From an optimization exercise on the open Yosys and OpenROAD flow, aimed at a short achievable clock period and few clock cycles per item; shortcuts taken in it are not production practice. At most, simulation tests tie the RTL to the original design; equivalence was not proved. No functional check of the RTL was part of runs 2 and 3.

==> flow/design.v (outline; a module is shown in full before it is edited, if it fits) <==
// module rpt_ram: 19 lines
// module rpt_magsq: 1146 lines
// module rpt_sq23: 457 lines
// module rpt_cordic: 71 lines
// module range_peak_phase_tracker: 349 lines
module range_peak_phase_tracker #(
  parameter int NUM_BINS    = 32,
  parameter int RING_DEPTH  = 64,
  parameter int SAMPLE_BITS = 24,
  parameter int ANGLE_BITS  = 16
) (
  input  logic                                     clk,
  input  logic                                     rst_n,
  input  logic                                     in_valid,
  output logic                                     in_ready,
  input  logic                                     in_req_type,
  input  logic signed [SAMPLE_BITS-1:0]            in_bin_re,
  input  logic signed [SAMPLE_BITS-1:0]            in_bin_im,
  input  logic                                     in_last_bin,
  input  logic [rpt_pkg::RD_IDX_W-1:0]             in_read_index,
  output logic                                     out_valid,
  input  logic                                     out_ready,
  output logic                                     out_kind,
  output logic                                     out_target_found,
  output logic [rpt_pkg::PEAK_BIN_W-1:0]           out_peak_bin,
  output logic signed [ANGLE_BITS-1:0]             out_peak_phase,
  output logic signed [rpt_pkg::PHASE_W-1:0]       out_unwrapped_phase,
  output logic [$clog2(RING_DEPTH+1)-1:0]          out_samples_held,
  output logic                                     out_analysis_due,
  output logic signed [rpt_pkg::PHASE_W-1:0]       out_read_data,
  input  logic                                     cfg_valid,
  output logic                                     cfg_ready,
  input  logic [rpt_pkg::CFG_IDX_W-1:0]            cfg_index,
  input  logic [rpt_pkg::MAG_CFG_W-1:0]            cfg_data
);
  // ...
==> flow/run.sh <==
#!/bin/bash
# synth_recipe.tcl (not shown) runs the flow's synth.tcl, then flattens the netlist and writes it again
# the make line also repeats each setting of config.mk as NAME=value (left out here)
make -C /OpenROAD-flow-scripts/flow DESIGN_CONFIG=/design/flow/config.mk WORK_HOME=/design/flow/orfs CLKGATE_MAP_FILE= SYNTH_SCRIPT=/design/flow/synth_recipe.tcl finish
==> flow/config.mk <==
export PLATFORM = sky130hd
export DESIGN_NAME = range_peak_phase_tracker
export DESIGN_NICKNAME = range_peak_phase_tracker
export VERILOG_FILES = /design/flow/design.v
export SDC_FILE = /design/flow/constraint.sdc
export NUM_CORES = 4
export LEC_CHECK = 0
export CAP_MARGIN = 20
export CORE_MARGIN = 2
export CORE_UTILIZATION = 40
export SLEW_MARGIN = 20
==> flow/constraint.sdc <==
create_clock -name core_clock -period 12.0 [get_ports {clk}]
set_input_delay 2.4000 -clock core_clock [delete_from_list [all_inputs] [get_ports {clk}]]
set_output_delay 2.4000 -clock core_clock [all_outputs]
set_load 0.01 [all_outputs]
==> impl_metrics.csv, run 1 <==
group,metric,value,unit
cells_and_area,fin_nets,39600,
cells_and_area,diodes,53,
cells_and_area,fin_util,0.446,
synth,synthXorXnorAreaFrac,0.0759,
floorplan,die_h,1.03,mm
synth,synth_cells,36400,
timing,max_slew_margin,0.222,
cells_and_area,largest_class,"multi-input combinational cells",
cells_and_area,nNonClkBuffers,512,
floorplan,initial_core_util,0.401,
min_path,hp-class,"flip-flop to flip-flop",
routing,first_pass_iters,6,
routing,wl_met1,458,mm
global_routing,groute.usage.overall,0.197,
synth,yosysMostFrequentCell,"dfxtp_1",
critical_path,critPathLaunchType,"flip-flop",
synth,synth_area_leader_cell,"edfxtp_1",
synth,syn_nets,39700,
synth,yosys-top-cells-area,"edfxtp_1 26%, dfxtp_1 22%, ha_1 7.4%",
place,dpl_cell_area,440000,µm²
timing,finClkSkew,0.157,ns
cells_and_area,nClkBuffers,1187,
global_routing,grt_antenna_before_repair,64,
cells_and_area,nMultiInputCombCells,25200,
place,post-dp-hpwl,720,mm
critical_path,reg2reg_setup_slack,6.06,ns
clock_network,post_cts_buffers,0,
critical_path,max_stage_delay,0.61,ns
clock_network,postCtsHoldBufs,0,
critical_path,r2r_end,"u_cordic.g_it[13].g_rot.xr[39]",
clock_network,cts_tree,"yes",
outcome,status,"complete, no violations",
cells_and_area,final_common_cell,"dfxtp_1",
cells_and_area,seq_cells,8320,
timing,worst_pin_slew,1.17,ns
Testbench counts, summed over its fixed seeds: cycles 12,775, items 575.
==> module rpt_cordic, before the edit <==
module rpt_cordic (
  input  logic               clk,
  input  logic signed [24:0] xin,
  input  logic signed [24:0] yin,
  input  logic               neg,
  output logic [31:0]        zout
);
  localparam int CW = rpt_pkg::CORDIC_W;
  localparam int N  = rpt_pkg::CORDIC_STEPS;
  function automatic logic [31:0] atan_turns(input int i);
    case (i)
      0: atan_turns = 32'h20000000;
      1: atan_turns = 32'h12E4051E;
      2: atan_turns = 32'h09FB385B;
      3: atan_turns = 32'h051111D4;
      4: atan_turns = 32'h028B0D43;
      5: atan_turns = 32'h0145D7E1;
      6: atan_turns = 32'h00A2F61E;
      7: atan_turns = 32'h00517C55;
      8: atan_turns = 32'h0028BE53;
      9: atan_turns = 32'h00145F2F;
      10: atan_turns = 32'h000A2F98;
      11: atan_turns = 32'h000517CC;
      12: atan_turns = 32'h00028BE6;
      13: atan_turns = 32'h000145F3;
      14: atan_turns = 32'h0000A2FA;
      15: atan_turns = 32'h0000517D;
      16: atan_turns = 32'h000028BE;
      17: atan_turns = 32'h0000145F;
      18: atan_turns = 32'h00000A30;
      19: atan_turns = 32'h00000518;
      20: atan_turns = 32'h0000028C;
      21: atan_turns = 32'h00000146;
      22: atan_turns = 32'h000000A3;
      23: atan_turns = 32'h00000051;
      default: atan_turns = 32'h0;
    endcase
  endfunction
  logic [N:0][CW-1:0] xs, ys;
  logic [N:0][31:0]   zs;
  for (genvar i = 0; i <= N; i++) begin : g_it
    if (i == 0) begin : g_in
      assign xs[0] = {{(CW-41){xin[24]}}, xin, 16'd0};
      assign ys[0] = {{(CW-41){yin[24]}}, yin, 16'd0};
      assign zs[0] = neg ? 32'h80008000 : 32'h00008000;
    end else begin : g_rot
      logic              s;
      logic [CW-1:0]     dx, dy, xr, yr;
      logic signed [CW-1:0] xp, yp;
      logic [CW+1:0]     xt, yt;
      logic [31:0]       za, zr;
      assign s  = ys[i-1][CW-1];
      assign xp = xs[i-1];
      assign yp = ys[i-1];
      assign dx = yp >>> (i - 1);
      assign dy = xp >>> (i - 1);
      assign xt = {1'b0, xs[i-1], 1'b1} + {1'b0, dx ^ {CW{s}}, s};
      assign yt = {1'b0, ys[i-1], 1'b1} + {1'b0, dy ^ {CW{!s}}, !s};
      assign za = s ? (32'd0 - atan_turns(i - 1)) : atan_turns(i - 1);
      always_ff @(posedge clk) begin
        xr <= xt[CW:1];
        yr <= yt[CW:1];
        zr <= zs[i-1] + za;
      end
      assign xs[i] = xr;
      assign ys[i] = yr;
      assign zs[i] = zr;
    end
  end
  assign zout = zs[N];
endmodule
==> module range_peak_phase_tracker, before the edit <==
module range_peak_phase_tracker #(
  parameter int NUM_BINS    = 32,
  parameter int RING_DEPTH  = 64,
  parameter int SAMPLE_BITS = 24,
  parameter int ANGLE_BITS  = 16
) (
  input  logic                                     clk,
  input  logic                                     rst_n,
  input  logic                                     in_valid,
  output logic                                     in_ready,
  input  logic                                     in_req_type,
  input  logic signed [SAMPLE_BITS-1:0]            in_bin_re,
  input  logic signed [SAMPLE_BITS-1:0]            in_bin_im,
  input  logic                                     in_last_bin,
  input  logic [rpt_pkg::RD_IDX_W-1:0]             in_read_index,
  output logic                                     out_valid,
  input  logic                                     out_ready,
  output logic                                     out_kind,
  output logic                                     out_target_found,
  output logic [rpt_pkg::PEAK_BIN_W-1:0]           out_peak_bin,
  output logic signed [ANGLE_BITS-1:0]             out_peak_phase,
  output logic signed [rpt_pkg::PHASE_W-1:0]       out_unwrapped_phase,
  output logic [$clog2(RING_DEPTH+1)-1:0]          out_samples_held,
  output logic                                     out_analysis_due,
  output logic signed [rpt_pkg::PHASE_W-1:0]       out_read_data,
  input  logic                                     cfg_valid,
  output logic                                     cfg_ready,
  input  logic [rpt_pkg::CFG_IDX_W-1:0]            cfg_index,
  input  logic [rpt_pkg::MAG_CFG_W-1:0]            cfg_data
);
  localparam int MD    = 4;     
  localparam int CD    = rpt_pkg::CORDIC_STEPS;
  localparam int FD    = 16;    
  localparam int CAP   = FD + 1;
  localparam int EW    = 1 + 1 + 5 + 16 + 32 + 7 + 1 + 32;
  logic        rst_q;
  logic        cq_v;
  logic [1:0]  cq_idx;
  logic [22:0] cq_data;
  logic [4:0]  min_bin_r;
  logic [22:0] min_mag_r;
  logic [45:0] thr;
  always_ff @(posedge clk) begin
    rst_q   <= !rst_n;
    cq_v    <= cfg_valid;
    cq_idx  <= cfg_index;
    cq_data <= cfg_data;
  end
  always_ff @(posedge clk) begin
    if (rst_q) begin
      min_bin_r <= 5'd11;
      min_mag_r <= 23'd6291;
    end else if (cq_v) begin
      if (cq_idx == rpt_pkg::CFG_MIN_BIN) begin
        min_bin_r <= cq_data[4:0];
      end else if (cq_idx == rpt_pkg::CFG_MIN_MAG) begin
        min_mag_r <= cq_data;
      end
    end
  end
  rpt_sq23 u_thr (
    .clk (clk),
    .m   (min_mag_r),
    .sum (thr)
  );
  assign cfg_ready = 1'b1;
  logic        in_ready_r;
  logic        a_v, a_rd, a_last;
  logic [23:0] a_re, a_im;
  logic [5:0]  a_idx;
  assign in_ready = in_ready_r;
  always_ff @(posedge clk) begin
    a_v    <= in_valid && in_ready_r && rst_n;
    a_rd   <= in_req_type;
    a_last <= in_last_bin;
    a_re   <= in_bin_re;
    a_im   <= in_bin_im;
    a_idx  <= in_read_index[5:0];
  end
  logic [5:0]  cnt_r;
  logic        b_v, b_rd, b_last, b_srch;
  logic [4:0]  b_bin;
  logic [23:0] b_re, b_im;
  logic [5:0]  b_idx;
  logic [22:0] b_br, b_bi;
  logic        b_sr, b_si;
  always_ff @(posedge clk) begin
    if (rst_q) begin
      cnt_r <= '0;
    end else if (a_v && !a_rd) begin
      if (a_last) begin
        cnt_r <= '0;
      end else if (!cnt_r[5]) begin
        cnt_r <= cnt_r + 1'b1;
      end
    end
  end
  always_ff @(posedge clk) begin
    b_v    <= a_v && !rst_q;
    b_rd   <= a_rd;
    b_last <= a_last;
    b_srch <= !cnt_r[5] && (cnt_r[4:0] >= min_bin_r);
    b_bin  <= cnt_r[4:0];
    b_re   <= a_re;
    b_im   <= a_im;
    b_idx  <= a_idx;
    b_br   <= a_re[22:0] ^ {23{a_re[23]}};
    b_sr   <= a_re[23];
    b_bi   <= a_im[22:0] ^ {23{a_im[23]}};
    b_si   <= a_im[23];
  end
  logic [47:0] p_mag;
  rpt_magsq u_mag (
    .clk (clk),
    .br  (b_br),
    .sr  (b_sr),
    .bi  (b_bi),
    .si  (b_si),
    .sum (p_mag)
  );
  localparam int MW = 1 + 1 + 1 + 5 + 24 + 24 + 6;
  logic [MD-1:0]         md_v;
  logic [MD-1:0][MW-1:0] md;
  always_ff @(posedge clk) begin
    md_v <= rst_q ? '0 : {md_v[MD-2:0], b_v};
    md   <= {md[MD-2:0], {b_rd, b_last, b_srch, b_bin, b_re, b_im, b_idx}};
  end
  logic        p_v, p_rd, p_last, p_srch;
  logic [4:0]  p_bin;
  logic [23:0] p_re, p_im;
  logic [5:0]  p_idx;
  logic        p_take;
  logic [47:0] best_mag;
  logic [4:0]  best_bin;
  logic [23:0] best_re, best_im;
  assign p_v = md_v[MD-1];
  assign {p_rd, p_last, p_srch, p_bin, p_re, p_im, p_idx} = md[MD-1];
  assign p_take = p_v && !p_rd && p_srch && (p_mag > best_mag);
  always_ff @(posedge clk) begin
    if (rst_q || (p_v && !p_rd && p_last)) begin
      best_mag <= '0;
      best_bin <= '0;
      best_re  <= '0;
      best_im  <= '0;
    end else if (p_take) begin
      best_mag <= p_mag;
      best_bin <= p_bin;
      best_re  <= p_re;
      best_im  <= p_im;
    end
  end
  logic        q_v, q_rd;
  logic [5:0]  q_idx;
  logic [47:0] q_mag;
  logic [4:0]  q_bin;
  logic [23:0] q_re, q_im;
  always_ff @(posedge clk) begin
    q_v   <= p_v && (p_rd || p_last) && !rst_q;
    q_rd  <= p_rd;
    q_idx <= p_idx;
    q_mag <= p_take ? p_mag : best_mag;
    q_bin <= p_take ? p_bin : best_bin;
    q_re  <= p_take ? p_re : best_re;
    q_im  <= p_take ? p_im : best_im;
  end
  logic        t_v, t_rd, t_tgt, t_zero, t_neg;
  logic [5:0]  t_idx;
  logic [4:0]  t_bin;
  logic signed [24:0] t_x, t_y;
  always_ff @(posedge clk) begin
    t_v    <= q_v && !rst_q;
    t_rd   <= q_rd;
    t_idx  <= q_idx;
    t_bin  <= q_bin;
    t_tgt  <= q_mag >= {2'b00, thr};
    t_zero <= (q_re == '0) && (q_im == '0);
    t_neg  <= q_re[23];
    t_x    <= q_re[23] ? -{q_re[23], q_re} : {q_re[23], q_re};
    t_y    <= q_re[23] ? -{q_im[23], q_im} : {q_im[23], q_im};
  end
  logic [31:0] c_z;
  rpt_cordic u_cordic (
    .clk  (clk),
    .xin  (t_x),
    .yin  (t_y),
    .neg  (t_neg),
    .zout (c_z)
  );
  localparam int CWM = 1 + 6 + 5 + 1 + 1;
  logic [CD-1:0]          cd_v;
  logic [CD-1:0][CWM-1:0] cd;
  always_ff @(posedge clk) begin
    cd_v <= rst_q ? '0 : {cd_v[CD-2:0], t_v};
    cd   <= {cd[CD-2:0], {t_rd, t_idx, t_bin, t_tgt, t_zero}};
  end
  logic        c_v, c_rd, c_tgt, c_zero;
  logic [5:0]  c_idx;
  logic [4:0]  c_bin;
  logic [15:0] c_p, prev_r;
  logic signed [16:0] c_d;
  assign c_v = cd_v[CD-1];
  assign {c_rd, c_idx, c_bin, c_tgt, c_zero} = cd[CD-1];
  assign c_p = c_zero ? 16'd0 : c_z[31:16];
  assign c_d = {c_p[15], c_p} - {prev_r[15], prev_r};
  logic        u1_v, u1_rd, u1_tgt, u1_up, u1_dn;
  logic [5:0]  u1_idx;
  logic [4:0]  u1_bin;
  logic [15:0] u1_p;
  always_ff @(posedge clk) begin
    if (rst_q) begin
      prev_r <= '0;
    end else if (c_v && !c_rd && c_tgt) begin
      prev_r <= c_p;
    end
  end
  always_ff @(posedge clk) begin
    u1_v   <= c_v && !rst_q;
    u1_rd  <= c_rd;
    u1_idx <= c_idx;
    u1_bin <= c_bin;
    u1_tgt <= c_tgt;
    u1_p   <= c_p;
    u1_up  <= c_d > 17'sd32768;
    u1_dn  <= c_d < -17'sd32768;
  end
  logic [15:0] off_r, off_nxt, u1_k;
  logic        u2_v, u2_rd, u2_tgt;
  logic [5:0]  u2_idx;
  logic [4:0]  u2_bin;
  logic [15:0] u2_p, u2_hi;
  assign off_nxt = u1_dn ? off_r + 1'b1 : (u1_up ? off_r - 1'b1 : off_r);
  assign u1_k    = u1_dn ? (u1_p[15] ? 16'd0 : 16'd1)
                 : u1_up ? (u1_p[15] ? 16'hFFFE : 16'hFFFF)
                 : (u1_p[15] ? 16'hFFFF : 16'd0);
  always_ff @(posedge clk) begin
    if (rst_q) begin
      off_r <= '0;
    end else if (u1_v && !u1_rd && u1_tgt) begin
      off_r <= off_nxt;
    end
  end
  always_ff @(posedge clk) begin
    u2_v   <= u1_v && !rst_q;
    u2_rd  <= u1_rd;
    u2_idx <= u1_idx;
    u2_bin <= u1_bin;
    u2_tgt <= u1_tgt;
    u2_p   <= u1_p;
    u2_hi  <= off_r + u1_k;
  end
  logic [5:0]  wp_r;
  logic [6:0]  held_r, held_inc;
  logic        w_we;
  logic [6:0]  w_slot;
  logic [31:0] ring_q;
  logic [5:0]  r_slot;
  assign w_we     = u2_v && !u2_rd && u2_tgt;
  assign held_inc = held_r[6] ? held_r : held_r + 1'b1;
  assign w_slot   = {1'b0, u2_idx} + {1'b0, wp_r};
  rpt_ram #(
    .WIDTH (32),
    .DEPTH (RING_DEPTH)
  ) u_ring (
    .clk   (clk),
    .we    (w_we),
    .waddr (wp_r),
    .wdata ({u2_hi, u2_p}),
    .raddr (r_slot),
    .rdata (ring_q)
  );
  always_ff @(posedge clk) begin
    if (rst_q) begin
      wp_r   <= '0;
      held_r <= '0;
    end else if (w_we) begin
      wp_r   <= wp_r + 1'b1;
      held_r <= held_inc;
    end
  end
  logic        r_v, r_rd, r_found, r_due, r_rok;
  logic [4:0]  r_bin;
  logic [15:0] r_p;
  logic [31:0] r_unwr;
  logic [6:0]  r_held;
  always_ff @(posedge clk) begin
    r_v     <= u2_v && !rst_q;
    r_rd    <= u2_rd;
    r_found <= !u2_rd && u2_tgt;
    r_bin   <= u2_rd ? 5'd0 : u2_bin;
    r_p     <= (!u2_rd && u2_tgt) ? u2_p : 16'd0;
    r_unwr  <= (!u2_rd && u2_tgt) ? {u2_hi, u2_p} : 32'd0;
    r_held  <= (!u2_rd && u2_tgt) ? held_inc : held_r;
    r_due   <= !u2_rd && u2_tgt && (held_r >= 7'd63);
    r_slot  <= w_slot[5:0];
    r_rok   <= u2_rd && (held_r[6] || w_slot[6]);
  end
  logic [EW-1:0]          r_entry;
  logic [FD-1:0][EW-1:0]  fifo_q;
  logic [3:0]             wr_ptr, rd_ptr;
  logic [4:0]             f_cnt;
  logic                   load;
  logic                   out_valid_r;
  assign r_entry = {r_rd, r_found, r_bin, r_p, r_unwr, r_held, r_due,
                    r_rok ? ring_q : 32'd0};
  assign load    = (!out_valid_r || out_ready) && (f_cnt != '0);
  always_ff @(posedge clk) begin
    if (r_v) begin
      fifo_q[wr_ptr] <= r_entry;
    end
  end
  always_ff @(posedge clk) begin
    if (rst_q) begin
      wr_ptr <= '0;
      rd_ptr <= '0;
      f_cnt  <= '0;
    end else begin
      wr_ptr <= wr_ptr + 4'(r_v);
      rd_ptr <= rd_ptr + 4'(load);
      f_cnt  <= f_cnt + 5'(r_v) - 5'(load);
    end
  end
  always_ff @(posedge clk) begin
    if (!rst_n || rst_q) begin
      out_valid_r <= 1'b0;
    end else begin
      out_valid_r <= (f_cnt != '0) || (out_valid_r && !out_ready);
    end
  end
  logic [EW-1:0] out_q;
  always_ff @(posedge clk) begin
    if (load) begin
      out_q <= fifo_q[rd_ptr];
    end
  end
  assign out_valid = out_valid_r;
  assign {out_kind, out_target_found, out_peak_bin, out_peak_phase, out_unwrapped_phase,
          out_samples_held, out_analysis_due, out_read_data} = out_q;
  logic       tq;
  logic [4:0] cc;
  always_ff @(posedge clk) begin
    tq <= out_valid_r && out_ready;
    if (rst_q) begin
      cc <= '0;
    end else begin
      cc <= cc + 5'(a_v && (a_rd || a_last)) - 5'(tq);
    end
    in_ready_r <= rst_n && (cc <= 5'(CAP - 4));
  end
endmodule
==> inputs of run 2 (changes only) <==
--- a/flow/design.v
+++ b/flow/design.v
@@ -1690,22 +1690,24 @@
       assign zs[0] = neg ? 32'h80008000 : 32'h00008000;
     end else begin : g_rot
       logic              s;
-      logic [CW-1:0]     dx, dy, xr, yr;
+      logic [CW-1:0]     dx, dy, xr, yr, xp_a, xp_s, yp_a, yp_s;
       logic signed [CW-1:0] xp, yp;
-      logic [CW+1:0]     xt, yt;
-      logic [31:0]       za, zr;
+      logic [31:0]       zr, z_a, z_s;
       assign s  = ys[i-1][CW-1];
       assign xp = xs[i-1];
       assign yp = ys[i-1];
       assign dx = yp >>> (i - 1);
       assign dy = xp >>> (i - 1);
-      assign xt = {1'b0, xs[i-1], 1'b1} + {1'b0, dx ^ {CW{s}}, s};
-      assign yt = {1'b0, ys[i-1], 1'b1} + {1'b0, dy ^ {CW{!s}}, !s};
-      assign za = s ? (32'd0 - atan_turns(i - 1)) : atan_turns(i - 1);
+      assign xp_a = xs[i-1] + dx;
+      assign xp_s = xs[i-1] - dx;
+      assign yp_a = ys[i-1] + dy;
+      assign yp_s = ys[i-1] - dy;
+      assign z_a  = zs[i-1] + atan_turns(i - 1);
+      assign z_s  = zs[i-1] - atan_turns(i - 1);
       always_ff @(posedge clk) begin
-        xr <= xt[CW:1];
-        yr <= yt[CW:1];
-        zr <= zs[i-1] + za;
+        xr <= s ? xp_s : xp_a;
+        yr <= s ? yp_a : yp_s;
+        zr <= s ? z_s : z_a;
       end
       assign xs[i] = xr;
       assign ys[i] = yr;
@@ -1746,9 +1748,9 @@
 );
   localparam int MD    = 4;     
   localparam int CD    = rpt_pkg::CORDIC_STEPS;
-  localparam int FD    = 16;    
+  localparam int FD    = 12;    
   localparam int CAP   = FD + 1;
-  localparam int EW    = 1 + 1 + 5 + 16 + 32 + 7 + 1 + 32;
+  localparam int EW    = 1 + 1 + 5 + 7 + 1 + 32;
   logic        rst_q;
   logic        cq_v;
   logic [1:0]  cq_idx;
@@ -1995,7 +1997,6 @@
   end
   logic        r_v, r_rd, r_found, r_due, r_rok;
   logic [4:0]  r_bin;
-  logic [15:0] r_p;
   logic [31:0] r_unwr;
   logic [6:0]  r_held;
   always_ff @(posedge clk) begin
@@ -2003,21 +2004,20 @@
     r_rd    <= u2_rd;
     r_found <= !u2_rd && u2_tgt;
     r_bin   <= u2_rd ? 5'd0 : u2_bin;
-    r_p     <= (!u2_rd && u2_tgt) ? u2_p : 16'd0;
     r_unwr  <= (!u2_rd && u2_tgt) ? {u2_hi, u2_p} : 32'd0;
     r_held  <= (!u2_rd && u2_tgt) ? held_inc : held_r;
     r_due   <= !u2_rd && u2_tgt && (held_r >= 7'd63);
     r_slot  <= w_slot[5:0];
     r_rok   <= u2_rd && (held_r[6] || w_slot[6]);
   end
-  logic [EW-1:0]          r_entry;
+  logic [EW-1:0]          r_entry, head;
   logic [FD-1:0][EW-1:0]  fifo_q;
   logic [3:0]             wr_ptr, rd_ptr;
   logic [4:0]             f_cnt;
   logic                   load;
   logic                   out_valid_r;
-  assign r_entry = {r_rd, r_found, r_bin, r_p, r_unwr, r_held, r_due,
-                    r_rok ? ring_q : 32'd0};
+  assign r_entry = {r_rd, r_found, r_bin, r_held, r_due,
+                    r_rd ? (r_rok ? ring_q : 32'd0) : r_unwr};
   assign load    = (!out_valid_r || out_ready) && (f_cnt != '0);
   always_ff @(posedge clk) begin
     if (r_v) begin
@@ -2030,8 +2030,12 @@
       rd_ptr <= '0;
       f_cnt  <= '0;
     end else begin
-      wr_ptr <= wr_ptr + 4'(r_v);
-      rd_ptr <= rd_ptr + 4'(load);
+      if (r_v) begin
+        wr_ptr <= (wr_ptr == 4'(FD - 1)) ? '0 : wr_ptr + 1'b1;
+      end
+      if (load) begin
+        rd_ptr <= (rd_ptr == 4'(FD - 1)) ? '0 : rd_ptr + 1'b1;
+      end
       f_cnt  <= f_cnt + 5'(r_v) - 5'(load);
     end
   end
@@ -2042,15 +2046,29 @@
       out_valid_r <= (f_cnt != '0) || (out_valid_r && !out_ready);
     end
   end
-  logic [EW-1:0] out_q;
+  logic        o_kind, o_found, o_due;
+  logic [4:0]  o_bin;
+  logic [6:0]  o_held;
+  logic [15:0] o_phase;
+  logic [31:0] o_unwr, o_rdata;
+  assign head = fifo_q[rd_ptr];
   always_ff @(posedge clk) begin
     if (load) begin
-      out_q <= fifo_q[rd_ptr];
+      {o_kind, o_found, o_bin, o_held, o_due} <= head[EW-1:32];
+      o_phase <= head[EW-1] ? 16'd0 : head[15:0];
+      o_unwr  <= head[EW-1] ? 32'd0 : head[31:0];
+      o_rdata <= head[EW-1] ? head[31:0] : 32'd0;
     end
   end
-  assign out_valid = out_valid_r;
-  assign {out_kind, out_target_found, out_peak_bin, out_peak_phase, out_unwrapped_phase,
-          out_samples_held, out_analysis_due, out_read_data} = out_q;
+  assign out_valid           = out_valid_r;
+  assign out_kind            = o_kind;
+  assign out_target_found    = o_found;
+  assign out_peak_bin        = o_bin;
+  assign out_peak_phase      = o_phase;
+  assign out_unwrapped_phase = o_unwr;
+  assign out_samples_held    = o_held;
+  assign out_analysis_due    = o_due;
+  assign out_read_data       = o_rdata;
   logic       tq;
   logic [4:0] cc;
   always_ff @(posedge clk) begin
--- a/flow/config.mk
+++ b/flow/config.mk
@@ -5,6 +5,7 @@
 export SDC_FILE = /design/flow/constraint.sdc
 export NUM_CORES = 4
 export LEC_CHECK = 0
+export ABC_CLOCK_PERIOD_IN_PS = 3000
 export CAP_MARGIN = 20
 export CORE_MARGIN = 2
 export CORE_UTILIZATION = 40
==> impl_metrics.csv, run 2 <==
group,metric,value,unit
place,post-dp-hpwl,720,mm
synth,ys_seq_area_frac,0.437,
critical_path,critPathTopFamily,"simple AND/OR/NAND/NOR gates",
place,place.gp.congestion,0.894,
critical_path,r2r_end,"u_cordic.g_it[13].g_rot.xr[42]",
timing,rsz0062_at_grt,"false",
synth,synth_edf_count,2691,
timing,post-route-period-util,0.545,
routing,first_pass_iters,7,
cells_and_area,largest_reg_flops,2048,
critical_path,cp.arrival,7.47,ns
synth,yosys_warnings,5,
critical_path,crit_path_end_kind,"flip-flop",
synth,synth_common_cells,"4,649 x dfxtp_1, 2,768 x ha_1, 2,691 x edfxtp_1",
floorplan,fp.dieW,1.00,mm
floorplan,die_area,1000000,µm²
cells_and_area,areaGrowthSynthToFinish,11.0,%
cells_and_area,final_common_cell,"dfxtp_1",
cells_and_area,final_cells,50500,
critical_path,critPathMostFrequentCell,"a21oi_1",
clock_network,clk_latency,1.15,ns
clock_network,cts_tree,"yes",
global_routing,groute.usage.overall,0.198,
floorplan,initial_core_util,0.401,
synth,yosys-top-cells-area,"dfxtp_1 23%, edfxtp_1 20%, ha_1 8.7%",
floorplan,row_count,366,
place,numPortBuffers,182,
synth,yosysMostFrequentCell,"dfxtp_1",
clock_network,clk_pin_slew,0.06,ns
min_path,hp-class,"flip-flop to flip-flop",
floorplan,core,993000,µm²
timing,fin_tns_setup,0,ns
critical_path,endpoint,"u_cordic.g_it[13].g_rot.xr[42]",
synth,synth_cells,36600,
synth,netlist.area_leader.share,0.234,
critical_path,worstPathMaxFanout,6,
timing,fin_crit,6.54,ns
critical_path,critPathLaunchType,"flip-flop",
critical_path,worst-r2r-cell-count,21,
critical_path,crit_slowest_cell,"nor3b_1",
cells_and_area,top_regs,"u_ring.mem: 2048 flops, u_cordic.g_it.g_rot.yr: 884 flops, u_cordic.g_it.g_rot.xr: 857 flops",
synth,syn_nets,40200,
cells_and_area,final_cell_mix,"4,557 x dfxtp_1, 2,768 x ha_1, 2,691 x edfxtp_1",
global_routing,grt-ovfl-total,0,
clock_network,clockRootBuffer,"clkbuf_16",
clock_network,ctsResizeCount,0,
timing,fmax,0.153,GHz
synth,synth_area,398000,µm²
floorplan,io-pin-count,186,
routing,route.detailed.drc,0,
global_routing,grt_pass1_vias,271000,
floorplan,die_h,1.00,mm
critical_path,crit_buf_inv,0,
cells_and_area,largest_register,"u_ring.mem",
synth,ys.flop_type,"dfxtp_1",
clock_network,clock_sinks,7340,
critical_path,worstSetupPathType,"flip-flop to flip-flop",
routing,wirelength,1040,mm
timing,finalSetupViolCount,0,
synth,synthArstFlopShare,0,
critical_path,reg2reg_setup_slack,5.46,ns
global_routing,grt_start_max_net_pins,193,
critical_path,cp_num_cells,21,
clock_network,cts_made_buffers,809,
critical_path,cp.required,12.93,ns
synth,synth_seq_cells,7340,
clock_network,clockBufferDepth,5,
clock_network,htreeDepth,6,
synth,synth_area_leader_cell,"dfxtp_1",
global_routing,grt_pass1_wl,1580,mm
global_routing,grt_antenna_before_repair,34,
timing,hold_violations,0,
critical_path,max_stage_delay,0.61,ns
routing,wl_per_cell,20.5,µm
critical_path,startpoint,"u_cordic.g_it[12].g_rot.yr[16]",
routing,drt-initial-drc-count,19500,
routing,vias,274000,
synth,ys_types,99,
timing,max_slew_margin,0.208,
cells_and_area,fin_nets,40100,
run,drv_cap,0,
cells_and_area,drive_gt1_frac,0.134,
place,placed_cells,48900,
synth,postSynthAreaPerCell,10.9,µm²
critical_path,crit_chain,"nor4_1 > nand2b_1 > nor4_1 > and2_0 > nor3b_1 > a21oi_1 > xnor2_1 > ha_1 > a21o_1 > a21oi_1 > nor3b_1 > nand2_1 > nor3_1 > o31ai_1 > o41ai_1 > or3_1 > o211ai_1 > and4_1 > a2111oi_2 > a21oi_1 > xnor2_1",
clock_network,postCtsHoldBufs,0,
routing,ant_nets,0,
outcome,status,"complete, no violations",
timing,drv_slew,0,
routing,avgViaCountPerCell,5.43,
critical_path,reg2reg_from,"u_cordic.g_it[12].g_rot.yr[16]",
timing,finClkSkew,0.160,ns
timing,worst_pin_slew,1.19,ns
clock_network,post_cts_buffers,0,
[run 2: cell type report]
class | count | area (µm²)
timing repair buffer | 429 | 3880
clock buffer | 1081 | 22700
inverter | 1731 | 6500
tap | 13200 | 16600
antenna | 40 | 100
fill | 91900 | 551000
clock inverter | 398 | 4730
multi-input combinational | 26200 | 213000
sequential | 7340 | 174000
[run 2: per-stage QoR]
step	setup slack (ns)	cell area, µm²	utilization	hold WS, ns
after floorplan	-20.01	398000	-	0.310
after global placement	5.74	414000	0.417	0.310
after detailed placement	5.64	414000	0.417	0.312
after CTS	5.54	442000	0.445	0.233
after global routing	5.08	442000	0.445	0.256
final	5.46	442000	0.445	0.218
[run 2: how the worst min path moves through the flow]
stage,end,from,cells after the start
6_report,u1_idx[3],cd[332],0
4_1_cts,u1_idx[3],cd[332],0
3_3_place_gp,u_mag.m_s2_q[1],u_mag.m_s1_q[3],0
5_1_grt,cd[252],cd[238],0
3_5_place_dp,u2_p[13],u1_p[13],0
2_1_floorplan,b_idx[0],a_idx[0],0
[run 2: cell families after synthesis]
logic type	Yosys count	share of synthesized area
buffers and inverters	3035	0.0289
multiplexers	3166	0.112
AND/OR/NAND/NOR	8617	0.104
flip-flops	7340	0.437
AO/OA/AOI/OAI	7409	0.117
XOR/XNOR	3495	0.0769
adder cells (fa/ha/maj)	3506	0.124
other	2	0.0000189
[run 2: worst reg2reg max path, stage by stage, from the launching register on]
cell	delay, ns
dfxtp_1	0.37
nor4_1	0.39
nand2b_1	0.15
nor4_1	0.40
and2_0	0.40
nor3b_1	0.62
a21oi_1	0.18
xnor2_1	0.16
ha_1	0.37
a21o_1	0.18
a21oi_1	0.19
nor3b_1	0.40
nand2_1	0.12
nor3_1	0.42
o31ai_1	0.20
o41ai_1	0.57
or3_1	0.21
o211ai_1	0.14
and4_1	0.25
a2111oi_2	0.42
a21oi_1	0.14
xnor2_1	0.14
[run 2: layer usage]
metal	vias to the layer above	wire [µm]	global-route usage	share of wire
li1	131000	-	-	-
met1	134000	440000	0.252	0.42
met2	6959	503000	0.346	0.49
met3	1850	54100	0.0272	0.052
met4	4	39600	0.0704	0.038
met5	-	24	0	0.000023
==> inputs of run 3 (changes only) <==
==> flow/flow/run.sh (new file) <==
#!/bin/bash
# The standard layout (standard.sh, the standard flow's own ORFS run on the same config.mk
# and constraint.sdc), with repair_timing asked to leave a setup margin of
# REPAIR_MARGIN ns at the design's clock, so it keeps improving the worst
# paths well past the 12 ns period. The clock, SDC and every other step are
# unchanged. Full make output goes to standard.log in this folder.
set -euo pipefail
REPAIR_MARGIN=8.4
bash standard.sh SETUP_SLACK_MARGIN=$REPAIR_MARGIN finish > standard.log 2>&1
==> flow/standard.sh (new file) <==
#!/bin/bash
# synth_recipe.tcl (not shown) runs the flow's synth.tcl, then flattens the netlist and writes it again
# the make line also repeats each setting of config.mk as NAME=value (left out here)
make -C /OpenROAD-flow-scripts/flow DESIGN_CONFIG=/design/flow/config.mk WORK_HOME=/design/flow/orfs CLKGATE_MAP_FILE= SYNTH_SCRIPT=/design/flow/synth_recipe.tcl "${@:-finish}"
--- a/flow/config.mk
+++ b/flow/config.mk
@@ -5,7 +5,7 @@
 export SDC_FILE = /design/flow/constraint.sdc
 export NUM_CORES = 4
 export LEC_CHECK = 0
-export ABC_CLOCK_PERIOD_IN_PS = 3000
+export ABC_CLOCK_PERIOD_IN_PS = 2000
 export CAP_MARGIN = 20
 export CORE_MARGIN = 2
 export CORE_UTILIZATION = 40
removed: flow/run.sh
==> impl_metrics.csv, run 3 <==
group,metric,value,unit
outcome,status,"complete, no violations",
critical_path,max_stage_delay,0.56,ns
critical_path,crit_buf_inv,1,
routing,drt-initial-drc-count,20700,
critical_path,r2r_end,"u_cordic.g_it[17].g_rot.xr[42]",
cells_and_area,stdcell_area,502000,µm²
clock_network,cts_tree,"yes",
cells_and_area,top_regs,"u_ring.mem: 2048 flops, u_cordic.g_it.g_rot.yr: 884 flops, u_cordic.g_it.g_rot.xr: 857 flops",
clock_network,clockRootBuffer,"clkbuf_16",
floorplan,die_area,1000000,µm²
global_routing,grt-ovfl-total,0,
cells_and_area,final_common_cell,"dfxtp_1",
synth,ys.flop_type,"dfxtp_1",
critical_path,reg2reg_from,"u_cordic.g_it[16].g_rot.yr[25]",
synth,yosysMostFrequentCell,"dfxtp_1",
timing,drv_slew,0,
global_routing,grt_pass1_wl,1700,mm
cells_and_area,fin_nets,43200,
floorplan,fp.dieW,1.00,mm
critical_path,critPathLaunchType,"flip-flop",
critical_path,worstPathMaxFanout,5,
timing,fmax,0.207,GHz
synth,synthArstFlopShare,0,
timing,post-route-period-util,0.403,
cells_and_area,drive_gt1_frac,0.308,
synth,synth_cells,36600,
cells_and_area,largest_register,"u_ring.mem",
routing,avgViaCountPerCell,5.48,
timing,rsz0062_at_grt,"true",
critical_path,cp_num_cells,19,
timing,finClkSkew,0.154,ns
synth,yosys_warnings,5,
clock_network,clk_pin_slew,0.06,ns
place,dpl_cell_area,414000,µm²
timing,finalSetupViolCount,0,
critical_path,cp.arrival,5.87,ns
floorplan,row_count,366,
critical_path,critPathTopFamily,"simple AND/OR/NAND/NOR gates",
global_routing,groute.usage.overall,0.214,
synth,synth_edf_count,2691,
timing,max_slew_margin,0.0814,
global_routing,grt_pass1_vias,291000,
timing,hold_violations,0,
floorplan,core,993000,µm²
routing,route.detailed.drc,0,
global_routing,grt_start_max_net_pins,193,
routing,first_pass_iters,8,
floorplan,io-pin-count,186,
critical_path,cp.required,13.03,ns
synth,synth_common_cells,"4,649 x dfxtp_1, 2,768 x ha_1, 2,691 x edfxtp_1",
synth,yosys-top-cells-area,"dfxtp_1 23%, edfxtp_1 20%, ha_1 8.7%",
clock_network,cts_made_buffers,809,
critical_path,endpoint,"u_cordic.g_it[17].g_rot.xr[42]",
routing,ant_nets,0,
run,drv_cap,0,
routing,vias,294000,
cells_and_area,largest_reg_flops,2048,
critical_path,startpoint,"u_cordic.g_it[16].g_rot.yr[25]",
critical_path,reg2reg_setup_slack,7.16,ns
routing,wl_per_cell,21.5,µm
clock_network,clock_sinks,7340,
place,numPortBuffers,182,
floorplan,initial_core_util,0.401,
cells_and_area,areaGrowthSynthToFinish,26.1,%
synth,synth_seq_cells,7340,
clock_network,clockBufferDepth,5,
clock_network,clk_latency,1.16,ns
place,post-dp-hpwl,720,mm
critical_path,crit_path_end_kind,"flip-flop",
synth,ys_seq_area_frac,0.437,
global_routing,grt_antenna_before_repair,36,
timing,hold-worst-slack,0.225,ns
synth,netlist.area_leader.share,0.234,
synth,synth_area,398000,µm²
routing,wirelength,1150,mm
cells_and_area,fin_util,0.505,
clock_network,postCtsHoldBufs,0,
floorplan,die_h,1.00,mm
timing,fin_crit,4.84,ns
timing,worst_pin_slew,1.38,ns
critical_path,worstSetupPathType,"flip-flop to flip-flop",
critical_path,crit_chain,"or4_4 > nor3_4 > and2_4 > nand3b_1 > buf_4 > o41ai_4 > xor2_1 > ha_1 > and3_4 > a221oi_4 > nand2_1 > a41oi_2 > nand2b_4 > o211ai_1 > a31oi_2 > o21ai_1 > a21bo_2 > a21oi_2 > xnor2_1",
synth,synth_area_leader_cell,"dfxtp_1",
clock_network,htreeDepth,6,
timing,fin_tns_setup,0,ns
synth,postSynthAreaPerCell,10.9,µm²
cells_and_area,fill_cells,85600,
synth,syn_nets,40200,
synth,ys_types,99,
place,place.gp.congestion,0.894,
cells_and_area,final_cell_mix,"4,290 x dfxtp_1, 2,691 x edfxtp_1, 2,458 x ha_1",
critical_path,crit_slowest_cell,"or4_4",
min_path,hp-class,"flip-flop to flip-flop",
critical_path,worst-r2r-cell-count,19,
## run 3: cell counts after synthesis
Identical to the previous run, type by type.
## run 3: cell type report
cell class                 count  area (µm²)  share of cell area
timing repair buffer        3525       35500              0.0706
antenna                       29        72.6            0.000145
timing repair inverter         1        5.00          0.00000997
clock buffer                1081       22700              0.0451
inverter                    1731        6680              0.0133
sequential                  7340      175000               0.348
tap                        13200       16600              0.0330
clock inverter               398        4730             0.00942
multi-input combinational  26200      241000               0.480
## run 3: kinds of logic after synthesis
kind of cell               Yosys count  synth area share
AOI/OAI and AO/OA                 7409             0.117
adders and majority gates         3506             0.124
buffers and inverters             3035            0.0289
muxes                             3166             0.112
DFF                               7340             0.437
and+or+nand+nor                   8617             0.104
xor gates and xnor gates          3495            0.0769
other                                2         0.0000189
## run 3: routing by layer
| metal | wire length (µm) | up-vias | GRT usage |
|---|---|---|---|
| met5 | 25 | - | 0 |
| met4 | 51300 | 4 | 0.0835 |
| met3 | 62900 | 2435 | 0.0284 |
| met2 | 572000 | 8238 | 0.379 |
| met1 | 468000 | 146000 | 0.266 |
| li1 | - | 137000 | - |
## run 3: per-stage QoR
stage               setup WS [ns]  std cells
floorplan                  -20.01      36600
global placement             5.74      48900
detailed placement           5.64      48900
CTS                          7.11      52500
global route                 7.01      53600
finish                       7.16      53600
## run 3: timing repair
item	in CTS	in global routing
resized for setup	5340	2822
buffers inserted	1939	1034
pin swaps	2578	2426
endpoints found under the setup margin	6059	4078
cloned	107	37
## run 3: worst reg2reg max path, stage by stage (launching register included)
cell and delay, ns:
dfxtp_4 0.34, or4_4 0.56, nor3_4 0.28, and2_4 0.20, nand3b_1 0.16, buf_4 0.20
o41ai_4 0.22, xor2_1 0.28, ha_1 0.37, and3_4 0.23, a221oi_4 0.30, nand2_1 0.12
a41oi_2 0.26, nand2b_4 0.20, o211ai_1 0.16, a31oi_2 0.32, o21ai_1 0.14, a21bo_2 0.21
a21oi_2 0.13, xnor2_1 0.13
## run 3: how the worst min path moves through the flow
| stage | end | start | slack, ns | cells past startpoint |
|---|---|---|---|---|
| floorplan | b_idx[0] | a_idx[0] | 0.31 | 0 |
| global placement | u_mag.m_s2_q[1] | u_mag.m_s1_q[3] | 0.31 | 0 |
| detailed placement | u2_p[13] | u1_p[13] | 0.31 | 0 |
| CTS | u1_idx[3] | cd[332] | 0.23 | 0 |
| global route | cd[252] | cd[238] | 0.25 | 0 |
| finish | u1_idx[3] | cd[332] | 0.23 | 0 |

## afterwards: timing with drivers on the ports
No port has a modelled driver above. Below, the same layouts with a new extraction and two added sets of constraints.
Step 1 assumes that a clkbuf_16 drives the clock port and a buf_2 every other input.
Step 2 also shifts input and output timing later by t, the mid clock arrival at the registers, as if the neighbouring blocks saw the same clock.
a / b / c = ideal ports / drivers / drivers and shift; a / b = the first two.
| run | t, ns | setup slack, ns | worst hold slack (ns) | worst register clock-pin slew, ns | worst data-port slew with drivers (ns) |
|---|---|---|---|---|---|
| run 1 | 1.305 | 6.061 / 6.061 / 6.061 | 0.260 / 0.260 / 0.260 | 0.07 / 0.07 | 0.36 |
| run 2 | 1.244 | 5.456 / 5.456 / 5.456 | 0.218 / 0.218 / 0.218 | 0.07 / 0.07 | 0.14 |
| run 3 | 1.252 | 7.158 / 7.158 / 7.158 | 0.225 / 0.225 / 0.225 | 0.07 / 0.07 | 0.16 |
After both steps setup and hold are still met in every run listed.
